This design comes from an exercise in tuning for small area on the open sky130 flow, not from production work.
The RTL was checked by simulation tests, not by an equivalence proof against the original design.
The clock port is modelled as an ideal driver; clocking choices that lean on that would not hold on a real chip.
No activity file was given, so power comes from the tool's default toggle rates.

## build 82
Design sha1_stream_packer, start of the top module:
module sha1_stream_packer
(
  input  logic                 clk,
  input  logic                 reset,
  output logic                 o_tready_in,
  input  logic                 i_tvalid_in,
  input  logic [sha1_stream_pkg::IN_W-1:0]      i_tdata_in,
  input  logic [sha1_stream_pkg::IN_BYTES-1:0]  i_tkeep_in,
  input  logic                 i_tlast_in,
  input  logic                 i_tready_out,
  output logic                 o_tvalid_out,
  output logic [sha1_stream_pkg::OUT_W-1:0]     o_tdata_out,
  output logic [sha1_stream_pkg::OUT_BYTES-1:0] o_tkeep_out,
  output logic                 o_tlast_out
);
  logic [3:0]   r_idx;
  logic         r_done;
  logic         r_clean;       
  logic [511:0] r_data;
  logic [3:0]   r_lkeep;       
  logic         r_last;        
  logic         w_slot_valid, w_slot_free, w_xfer, w_accept, w_tready_in;
  logic [3:0]   w_base_idx;
  logic [3:0]   w_wkeep;
  assign w_slot_free = !w_slot_valid || i_tready_out;
  assign w_xfer      = r_done && w_slot_free;
  assign w_tready_in = !reset && (!r_done || w_slot_free);
  ...
For scale: about 2600 cells after synthesis, about 1000 flip-flops, ~32000 um^2 of cells after synthesis.
export LEC_CHECK = 0
export CAP_MARGIN = 20
export CORE_MARGIN = 2
export CORE_UTILIZATION = 60
export SLEW_MARGIN = 20
export BUFFER_PORTS_ARGS = -buffer_cell sky130_fd_sc_hd__buf_1
export CTS_ARGS = -sink_clustering_enable -repair_clock_nets -dont_use_dummy_load -buf_list {sky130_fd_sc_hd__clkbuf_16} -root_buf sky130_fd_sc_hd__clkbuf_16 -sink_clustering_size 32 -sink_clustering_max_diameter 90
export PRE_GLOBAL_PLACE_TCL = /design/flow/flow/small_bufs.tcl
export PRE_RESIZE_TCL = /design/flow/flow/small_bufs.tcl
export PRE_CTS_TCL = /design/flow/flow/small_bufs.tcl
export PRE_GLOBAL_ROUTE_TCL = /design/flow/flow/small_bufs.tcl
create_clock -name core_clock -period 5.0 [get_ports {clk}]
standard.sh (not shown) runs the stock make flow with config.mk's settings and CLKGATE_MAP_FILE= SYNTH_SCRIPT=/design/flow/synth_recipe.tcl, a recipe that flattens the netlist after the stock synthesis.
==> flow/flow/run.sh <==
#!/bin/bash
# Standard layout, with the port buffers made from the smallest buffer and a leaner clock tree.
set -euo pipefail
cat >> config.mk <<'EOC'
export BUFFER_PORTS_ARGS = -buffer_cell sky130_fd_sc_hd__buf_1
export CTS_ARGS = -sink_clustering_enable -repair_clock_nets -dont_use_dummy_load -buf_list {sky130_fd_sc_hd__clkbuf_16} -root_buf sky130_fd_sc_hd__clkbuf_16 -sink_clustering_size 32 -sink_clustering_max_diameter 90
EOC
echo "export PRE_GLOBAL_PLACE_TCL = $PWD/flow/small_bufs.tcl" >> config.mk
echo "export PRE_RESIZE_TCL = $PWD/flow/small_bufs.tcl" >> config.mk
echo "export PRE_CTS_TCL = $PWD/flow/small_bufs.tcl" >> config.mk
echo "export PRE_GLOBAL_ROUTE_TCL = $PWD/flow/small_bufs.tcl" >> config.mk
bash standard.sh > flow_make.log 2>&1
==> flow/flow/small_bufs.tcl <==
# Keep repair to small buffers: high-fanout nets get trees of buf_2/buf_4 instead of buf_12/16.
set_dont_use {sky130_fd_sc_hd__buf_6 sky130_fd_sc_hd__buf_8 sky130_fd_sc_hd__buf_12 sky130_fd_sc_hd__buf_16 sky130_fd_sc_hd__bufbuf_8 sky130_fd_sc_hd__bufbuf_16 sky130_fd_sc_hd__bufinv_8 sky130_fd_sc_hd__bufinv_16}
Build 82 reached the final stage; the timing, DRC and antenna checks on its layout passed.
[inputs] build 29 vs build 82
- an added GPL_ROUTABILITY_DRIVEN of 0
- a deleted PRE_RESIZE_TCL that had been /design/flow/flow/small_bufs.tcl
- an added GPL_TIMING_DRIVEN of 0
- a deleted PRE_GLOBAL_PLACE_TCL that had been /design/flow/flow/small_bufs.tcl
- a deleted PRE_CTS_TCL that had been /design/flow/flow/small_bufs.tcl
- a deleted PRE_GLOBAL_ROUTE_TCL that had been /design/flow/flow/small_bufs.tcl
==> flow/flow/run.sh <==
#!/bin/bash
# Standard layout, with the port buffers made from the smallest buffer and a leaner clock tree.
set -euo pipefail
cat >> config.mk <<'EOC'
export BUFFER_PORTS_ARGS = -buffer_cell sky130_fd_sc_hd__buf_1
export CTS_ARGS = -sink_clustering_enable -repair_clock_nets -dont_use_dummy_load -buf_list {sky130_fd_sc_hd__clkbuf_16} -root_buf sky130_fd_sc_hd__clkbuf_16 -sink_clustering_size 32 -sink_clustering_max_diameter 90
EOC
bash standard.sh > flow_make.log 2>&1
removed: flow/flow/small_bufs.tcl
Findings:
- Relative to build 82, clock network latency to the later pin of the worst-skew pair has increased by 20 ps in build 29.
- Build 82 → build 29: per-cell routed wire length went up; via count went up; post-layout instance count excluding filler cells climbed 4.0%; leakage power of the design increased by 0.17 nW relative to the old numbers; number of endpoints with negative hold slack in the final report saw little to no change.
- Compared with build 82, build 29 is hungrier on power.
- From build 82 to build 29 the numbers moved as follows: worst max-slew margin expressed relative to the limit now sits lower; worst reg2reg path depth rose 2; met3 layer usage reported by global route fell 0.16 points.
- Build 82 and build 29 all finish clean.
Here is what was changed in the inputs of build 9 compared with build 29.
- GPL_TIMING_DRIVEN removed (was 0)
- GPL_ROUTABILITY_DRIVEN removed (was 0)
- PRE_GLOBAL_ROUTE_TCL newly set to /design/flow/flow/small_bufs.tcl
- POST_FLOORPLAN_TCL newly set to /design/flow/flow/downsize.tcl
- PRE_CTS_TCL newly set to /design/flow/flow/small_bufs.tcl
- PRE_GLOBAL_PLACE_TCL newly set to /design/flow/flow/small_bufs.tcl
- PRE_RESIZE_TCL newly set to /design/flow/flow/small_bufs.tcl
==> flow/flow/run.sh <==
#!/bin/bash
# Standard layout, with the port buffers made from the smallest buffer and a leaner clock tree.
set -euo pipefail
cat >> config.mk <<'EOC'
export BUFFER_PORTS_ARGS = -buffer_cell sky130_fd_sc_hd__buf_1
export CTS_ARGS = -sink_clustering_enable -repair_clock_nets -dont_use_dummy_load -buf_list {sky130_fd_sc_hd__clkbuf_16} -root_buf sky130_fd_sc_hd__clkbuf_16 -sink_clustering_size 32 -sink_clustering_max_diameter 90
EOC
echo "export PRE_GLOBAL_PLACE_TCL = $PWD/flow/small_bufs.tcl" >> config.mk
echo "export PRE_RESIZE_TCL = $PWD/flow/small_bufs.tcl" >> config.mk
echo "export PRE_CTS_TCL = $PWD/flow/small_bufs.tcl" >> config.mk
echo "export PRE_GLOBAL_ROUTE_TCL = $PWD/flow/small_bufs.tcl" >> config.mk
echo "export POST_FLOORPLAN_TCL = $PWD/flow/downsize.tcl" >> config.mk
bash standard.sh > flow_make.log 2>&1
==> flow/flow/downsize.tcl (new file) <==
# After floorplan: put every combinational gate synthesis sized up back at its smallest drive;
# the later repair steps buffer any net that then needs it.
set n 0
foreach inst [get_cells *] {
  set master [get_property [get_lib_cells -of_objects $inst] name]
  if { [regexp {^sky130_fd_sc_hd__([a-z0-9]+)_([0-9]+)$} $master -> base drive] } {
    if { $drive > 1 && ![regexp {^(df|edf|sdf|dl|clk|buf|conb|tap|fill|decap)} $base] } {
      foreach d {1 0} {
        set lc [get_lib_cells -quiet sky130_fd_sc_hd__${base}_$d]
        if { $lc != "" } {
          replace_cell $inst $lc
          incr n
          break
        }
      }
    }
  }
}
puts "downsize: replaced $n cells"
==> flow/flow/small_bufs.tcl (new file) <==
# Keep repair to small buffers: high-fanout nets get trees of buf_2/buf_4 instead of buf_12/16.
set_dont_use {sky130_fd_sc_hd__buf_6 sky130_fd_sc_hd__buf_8 sky130_fd_sc_hd__buf_12 sky130_fd_sc_hd__buf_16 sky130_fd_sc_hd__bufbuf_8 sky130_fd_sc_hd__bufbuf_16 sky130_fd_sc_hd__bufinv_8 sky130_fd_sc_hd__bufinv_16}
Build 29 → build 9: fraction of power consumed by the clock network grew by 0.2 points; power consumed by the clock network held steady. Build 9 reports a higher sequential portion of the cell area than build 29 does. Delta (build 9 minus build 29): relative area change from synthesis to final layout fell by 1.8 points; final worst slack lost 400 ps; data arrival time of the critical path went up by 400 ps; post-route minimum period moved up; count of non-filler cells in the finished layout shows a reduction of about 4%.
> inputs changed (build 9 -> build 42)
- a deleted PRE_RESIZE_TCL that had been /design/flow/flow/small_bufs.tcl
- a deleted PRE_GLOBAL_PLACE_TCL that had been /design/flow/flow/small_bufs.tcl
- a deleted PRE_GLOBAL_ROUTE_TCL that had been /design/flow/flow/small_bufs.tcl
- a deleted PRE_CTS_TCL that had been /design/flow/flow/small_bufs.tcl
- an added POST_CTS_TCL of /design/flow/flow/recover.tcl
- a deleted POST_FLOORPLAN_TCL that had been /design/flow/flow/downsize.tcl
==> flow/flow/run.sh <==
#!/bin/bash
# Standard layout, with the port buffers made from the smallest buffer and a leaner clock tree.
set -euo pipefail
cat >> config.mk <<'EOC'
export BUFFER_PORTS_ARGS = -buffer_cell sky130_fd_sc_hd__buf_1
export CTS_ARGS = -sink_clustering_enable -repair_clock_nets -dont_use_dummy_load -buf_list {sky130_fd_sc_hd__clkbuf_16} -root_buf sky130_fd_sc_hd__clkbuf_16 -sink_clustering_size 32 -sink_clustering_max_diameter 90
EOC
echo "export POST_CTS_TCL = $PWD/flow/recover.tcl" >> config.mk
bash standard.sh > flow_make.log 2>&1
==> flow/flow/recover.tcl (new file) <==
# After CTS: downsize cells that have slack to spare (area recovery)
estimate_parasitics -placement
repair_timing -recover_power 100 -verbose
detailed_placement
removed: flow/flow/downsize.tcl
removed: flow/flow/small_bufs.tcl
Weighted congestion at the end of routability-driven global placement (build 42 vs. build 9) decreases by a few percent. Final cell count of build 42 is on par with build 9. Fmax: build 42 higher than build 9.
diff inputs: build 42 => build 4
- POST_CTS_TCL removed (was /design/flow/flow/recover.tcl)
- CAP_MARGIN changed from 20 to 0
- SLEW_MARGIN changed from 20 to 0
==> flow/flow/run.sh <==
#!/bin/bash
# Standard layout, with the port buffers made from the smallest buffer and a leaner clock tree.
set -euo pipefail
cat >> config.mk <<'EOC'
export BUFFER_PORTS_ARGS = -buffer_cell sky130_fd_sc_hd__buf_1
export CTS_ARGS = -sink_clustering_enable -repair_clock_nets -dont_use_dummy_load -buf_list {sky130_fd_sc_hd__clkbuf_16} -root_buf sky130_fd_sc_hd__clkbuf_16 -sink_clustering_size 32 -sink_clustering_max_diameter 90
EOC
bash standard.sh > flow_make.log 2>&1
removed: flow/flow/recover.tcl
Findings:
Build 42 -> build 4: count of buffers not belonging to the clock network in the layout decreased slightly. Going from build 42 to build 4, total number of vias level; sequential share of layout area shows no meaningful change; setup slack moved down.
[inputs] build 67 vs build 4
- CORE_UTILIZATION: 60 -> 75
- SLEW_MARGIN: 0 -> 20
- CAP_MARGIN: 0 -> 20
==> comparison <==
- Looking at first-iteration detailed-routing DRC count, build 67 sits above build 4.
- Taking build 4 as the reference, in build 67 initial core utilization rose 15 points, relative contribution of sequential cells to total power went up 0.2 points, flip-flop and latch power has remained practically unchanged, switching power summed over all nets now smaller, core utilization grew by 16 points.
- Build 4 and build 67 ended up with nearly the same clock power.
- Between build 4 and build 67, the data required time at the worst endpoint figures differ only marginally.
- Total wire length after detailed routing was lower in the run labelled build 4.
- Pin count of the biggest net entering global routing (build 67 vs. build 4) decreases by more than 10%

## separate check: timing with driven ports
Ports are ideal in the flow. The routed layouts listed here were re-timed in OpenROAD. Step 1: set_driving_cell puts a clkbuf_16 on clk and a buf_2 on each other input, an assumption about the parent block. Step 2 times the ports against the registers' clock, not the clock port: input delays grow and output delays shrink by t, the midpoint of the rising clock arrivals with the driver on. Slacks: ideal / step 1 / step 2; pairs: ideal / step 1.
run	t (ns)	setup slack, ns	worst setup path at the end	slew at the worst register clock pin (ns)	pins driven straight from the clock port
build 82	0.642	1.145 / 1.085 / 1.399	input to register	0.12 / 0.12	1
build 29	0.667	1.568 / 1.505 / 1.286	input to register	0.12 / 0.12	1
build 9	0.663	1.172 / 1.109 / 1.342	input to register	0.12 / 0.12	1
build 42	0.650	1.238 / 1.176 / 1.237	input to register	0.12 / 0.12	1
build 4	0.653	1.207 / 1.142 / 1.572	input to register	0.12 / 0.12	1
build 67	0.661	1.249 / 1.186 / 1.343	input to register	0.12 / 0.12	1
After both steps every run listed still meets setup and hold. For build 29, which loses most, drivers alone change the setup slack by -0.063 ns; drivers and shift together by -0.282 ns.
